This design comes from an exercise in tuning for small area on the open sky130 flow, not from production work.
Function was checked by simulation only, so behaviour that the tests miss may differ from the original.
Power is estimated from default activity; no workload was simulated.

## rev 12
==> flow/design.v (excerpt) <==
module midpoint_ellipse_point_generator_unit
#(
	parameter int RADIUS_BITS = 10,
	parameter int COORD_BITS  = 12
) (
	input  wire                          clk,
	input  wire                          arst_n,
	input  wire                          psel,
	input  wire                          penable,
	input  wire                          pwrite,
	input  wire  [2:0]                   paddr,
	input  wire  [31:0]                  pwdata,
	output logic [31:0]                  prdata,
	output logic                         pready,
	input  wire                          item_valid,
	output logic                         item_ready,
	input  wire                          item_command,
	input  wire  [RADIUS_BITS-1:0]       item_radius_x,
	input  wire  [RADIUS_BITS-1:0]       item_radius_y,
	input  wire  signed [COORD_BITS-1:0] item_centre_x,
	input  wire  signed [COORD_BITS-1:0] item_centre_y,
	output logic                         result_valid,
	input  wire                          result_ready,
	output logic signed [COORD_BITS:0]   result_right_x,
	output logic signed [COORD_BITS:0]   result_left_x,
	output logic signed [COORD_BITS:0]   result_upper_y,
	output logic signed [COORD_BITS:0]   result_lower_y,
	output logic                         result_lower_valid,
	output logic                         result_visible,
	output logic                         result_done_res
);
	logic       upper_q;
	logic [7:0] skip_q;
	assign pready = 1'b1;
	always_ff @(posedge clk or negedge arst_n) begin
		if (!arst_n) begin
			upper_q <= 1'b0;
			skip_q  <= '0;
		end else if (psel && penable && pwrite) begin
			if (paddr[2]) begin
				skip_q <= pwdata[7:0];
			end else begin
				upper_q <= pwdata[0];
			end
		end
	end
	assign prdata = paddr[2] ? {24'b0, skip_q} : {31'b0, upper_q};
	logic       h;
	logic [4:0] q;
	logic       l20, c39, c0, q11;
	always_ff @(posedge clk or negedge arst_n) begin
		if (!arst_n) begin
			h <= 1'b0;
			q <= 5'd11;
		end else begin
			q <= (q == 5'd19) ? 5'd0 : q + 5'd1;
			h <= h ^ l20;
		end
	end
	assign l20 = (q == 5'd10);                    
	assign q11 = (q == 5'd11);                    
	assign c39 = h & l20;
  ...
Size in the first run: about 680 cells after synthesis, about 250 flip-flops, about 180 I/O pins, roughly 0.0082 mm² of cells after synthesis.
Settings: LEC_CHECK=0, CAP_MARGIN=20, CORE_MARGIN=2, CORE_UTILIZATION=60, PLACE_DENSITY=0.7, SLEW_MARGIN=20; clock period 11.0 ns.
standard.sh (not shown) runs the stock make flow with config.mk's settings and CLKGATE_MAP_FILE= SYNTH_SCRIPT=/design/flow/synth_recipe.tcl, a recipe that flattens the netlist after the stock synthesis.
==> flow/flow/run.sh <==
#!/bin/bash
# The standard ORFS layout (standard.sh) with these changes:
#  - synthesis maps the logic with an area-oriented ABC script (flow/abc_area.script);
#    everything else in synthesis, the registers included, is as standard;
#  - ports are buffered with sky130_fd_sc_hd__buf_1;
#  - the clock tree uses clkbuf_8 with sinks clustered, and no dummy loads;
#  - one tie cell per polarity.
# make's output goes to standard.log; each ORFS step logs under orfs/logs.
set -euo pipefail
HERE=$(pwd)
{
  echo "proc abc {args} { set i [lsearch \$args -script]; if {\$i >= 0} { lset args [expr {\$i+1}] $HERE/flow/abc_area.script }; yosys abc {*}\$args }"
  cat synth_recipe.tcl
} > synth_recipe_area.tcl
export BUFFER_PORTS_ARGS="-buffer_cell sky130_fd_sc_hd__buf_1"
export CTS_ARGS="-sink_clustering_enable -repair_clock_nets -buf_list sky130_fd_sc_hd__clkbuf_8 -sink_clustering_size 22 -sink_clustering_max_diameter 35 -dont_use_dummy_load"
export SKIP_REPAIR_TIE_FANOUT=1
bash standard.sh SYNTH_SCRIPT=$HERE/synth_recipe_area.tcl finish > standard.log 2>&1
==> flow/flow/abc_area.script <==
strash
dc2
dch -f
amap
topo
dnsize -c
The following lists how rev 13 was set up differently from rev 12:
Settings: PLACE_DENSITY removed (was 0.7); CORE_UTILIZATION changed from 60 to 40.
--- a/flow/flow/run.sh
+++ b/flow/flow/run.sh
@@ -14,5 +14,5 @@
 } > synth_recipe_area.tcl
 export BUFFER_PORTS_ARGS="-buffer_cell sky130_fd_sc_hd__buf_1"
-export CTS_ARGS="-sink_clustering_enable -repair_clock_nets -buf_list sky130_fd_sc_hd__clkbuf_8 -sink_clustering_size 22 -sink_clustering_max_diameter 35 -dont_use_dummy_load"
+export CTS_ARGS="-sink_clustering_enable -repair_clock_nets -buf_list sky130_fd_sc_hd__clkbuf_8 -sink_clustering_size 20 -sink_clustering_max_diameter 50 -dont_use_dummy_load"
 export SKIP_REPAIR_TIE_FANOUT=1
 bash standard.sh SYNTH_SCRIPT=$HERE/synth_recipe_area.tcl finish > standard.log 2>&1
## What came out
Rev 13 has less setup slack than rev 12.
Final area in rev 13 is 35 µm² higher than in rev 12
Summary — final core utilization, rev 13 relative to rev 12: lower, by 23 points.
~same proportion of final cell area spent on non-clock buffers in rev 13 and rev 12
In rev 13, the power density over the cells came out about 3% below the value in rev 12.
Diff rev 13 and rev 12: insertion delay of the later-clocked pin in the worst-skew pair lower in rev 13
Compared with rev 12, the router placed fewer vias in rev 13.
Rev 13 has worst hold slack above what rev 12 had.

========
Another version of the RTL of midpoint_ellipse_point_generator_unit (not shown whole).
Size in the first run: ~740 cells after synthesis, about 260 flip-flops, about 180 I/O pins, roughly 9300 um^2 of cells after synthesis.
export LEC_CHECK = 0
export CAP_MARGIN = 20
export CORE_MARGIN = 2
export CORE_UTILIZATION = 40
export SLEW_MARGIN = 20
create_clock -name core_clock -period 11.0 [get_ports {clk}]
run.sh (not shown) runs the stock make flow with config.mk's settings and CLKGATE_MAP_FILE= SYNTH_SCRIPT=/design/flow/synth_recipe.tcl, a recipe that flattens the netlist after the stock synthesis.
Stock flow here: none of the scripts above is used.
The starting point finished clean.
Next try:
==> flow/flow/run.sh (new file) <==
#!/bin/bash
# Standard ORFS layout with smaller port buffers, a lighter clock tree and one
# tie cell per polarity. Each tool's output is in standard.log and orfs/logs.
export BUFFER_PORTS_ARGS="-buffer_cell sky130_fd_sc_hd__buf_1"
export CTS_ARGS="-sink_clustering_enable -repair_clock_nets -buf_list sky130_fd_sc_hd__clkbuf_4 -sink_clustering_size 10 -sink_clustering_max_diameter 30 -dont_use_dummy_load"
export SKIP_REPAIR_TIE_FANOUT=1
bash standard.sh > standard.log 2>&1
==> flow/standard.sh (new file) <==
#!/bin/bash
# synth_recipe.tcl (not shown) runs the flow's synth.tcl, then flattens the netlist and writes it again
# the make line also repeats each setting of config.mk as NAME=value (left out here)
make -C /OpenROAD-flow-scripts/flow DESIGN_CONFIG=/design/flow/config.mk WORK_HOME=/design/flow/orfs CLKGATE_MAP_FILE= SYNTH_SCRIPT=/design/flow/synth_recipe.tcl "${@:-finish}"
removed: flow/run.sh
What happened: Core utilization goes down by 6.6 points; worst hold slack got worse by 0.061 ns; total power drops by 21%.

==> re-timing with driven ports <==
The results above use ideal ports. As a check the final layouts listed here were re-extracted and re-timed, cells and wires unchanged. Step 1 (the two cells are an assumption about what drives the block):
set clk [get_ports {clk}]
set_driving_cell -lib_cell sky130_fd_sc_hd__clkbuf_16 $clk
set_driving_cell -lib_cell sky130_fd_sc_hd__buf_2 [delete_from_list [all_inputs] $clk]
Step 2 adds t to the input delays and takes it off the output delays; t is the mean of the earliest and latest rising clock arrival at the registers after step 1. Input paths then give back, and output paths get back, about the clock's delay inside the block. a / b / c = ideal / step 1 / step 2; a / b = the first two.
run	t (ns)	setup WS [ns]	hold WS [ns]	worst register clock-pin slew, ns	worst data-port slew with drivers (ns)
rev 12	0.564	4.879 / 4.879 / 4.879	0.265 / 0.265 / 0.265	0.12 / 0.12	0.05
rev 13	0.545	4.744 / 4.744 / 4.744	0.310 / 0.310 / 0.310	0.11 / 0.11	0.06
the first run of note 2	0.579	5.114 / 5.088 / 5.088	0.317 / 0.317 / 0.317	0.07 / 0.07	0.05
the second run of note 2	0.646	5.653 / 5.616 / 5.631	0.256 / 0.256 / 0.256	0.10 / 0.10	0.08
After both steps every run listed still meets setup and hold. The setup slack of the first run of note 2, which loses most, moves by -0.026 ns with the drivers and by -0.026 ns with both steps.
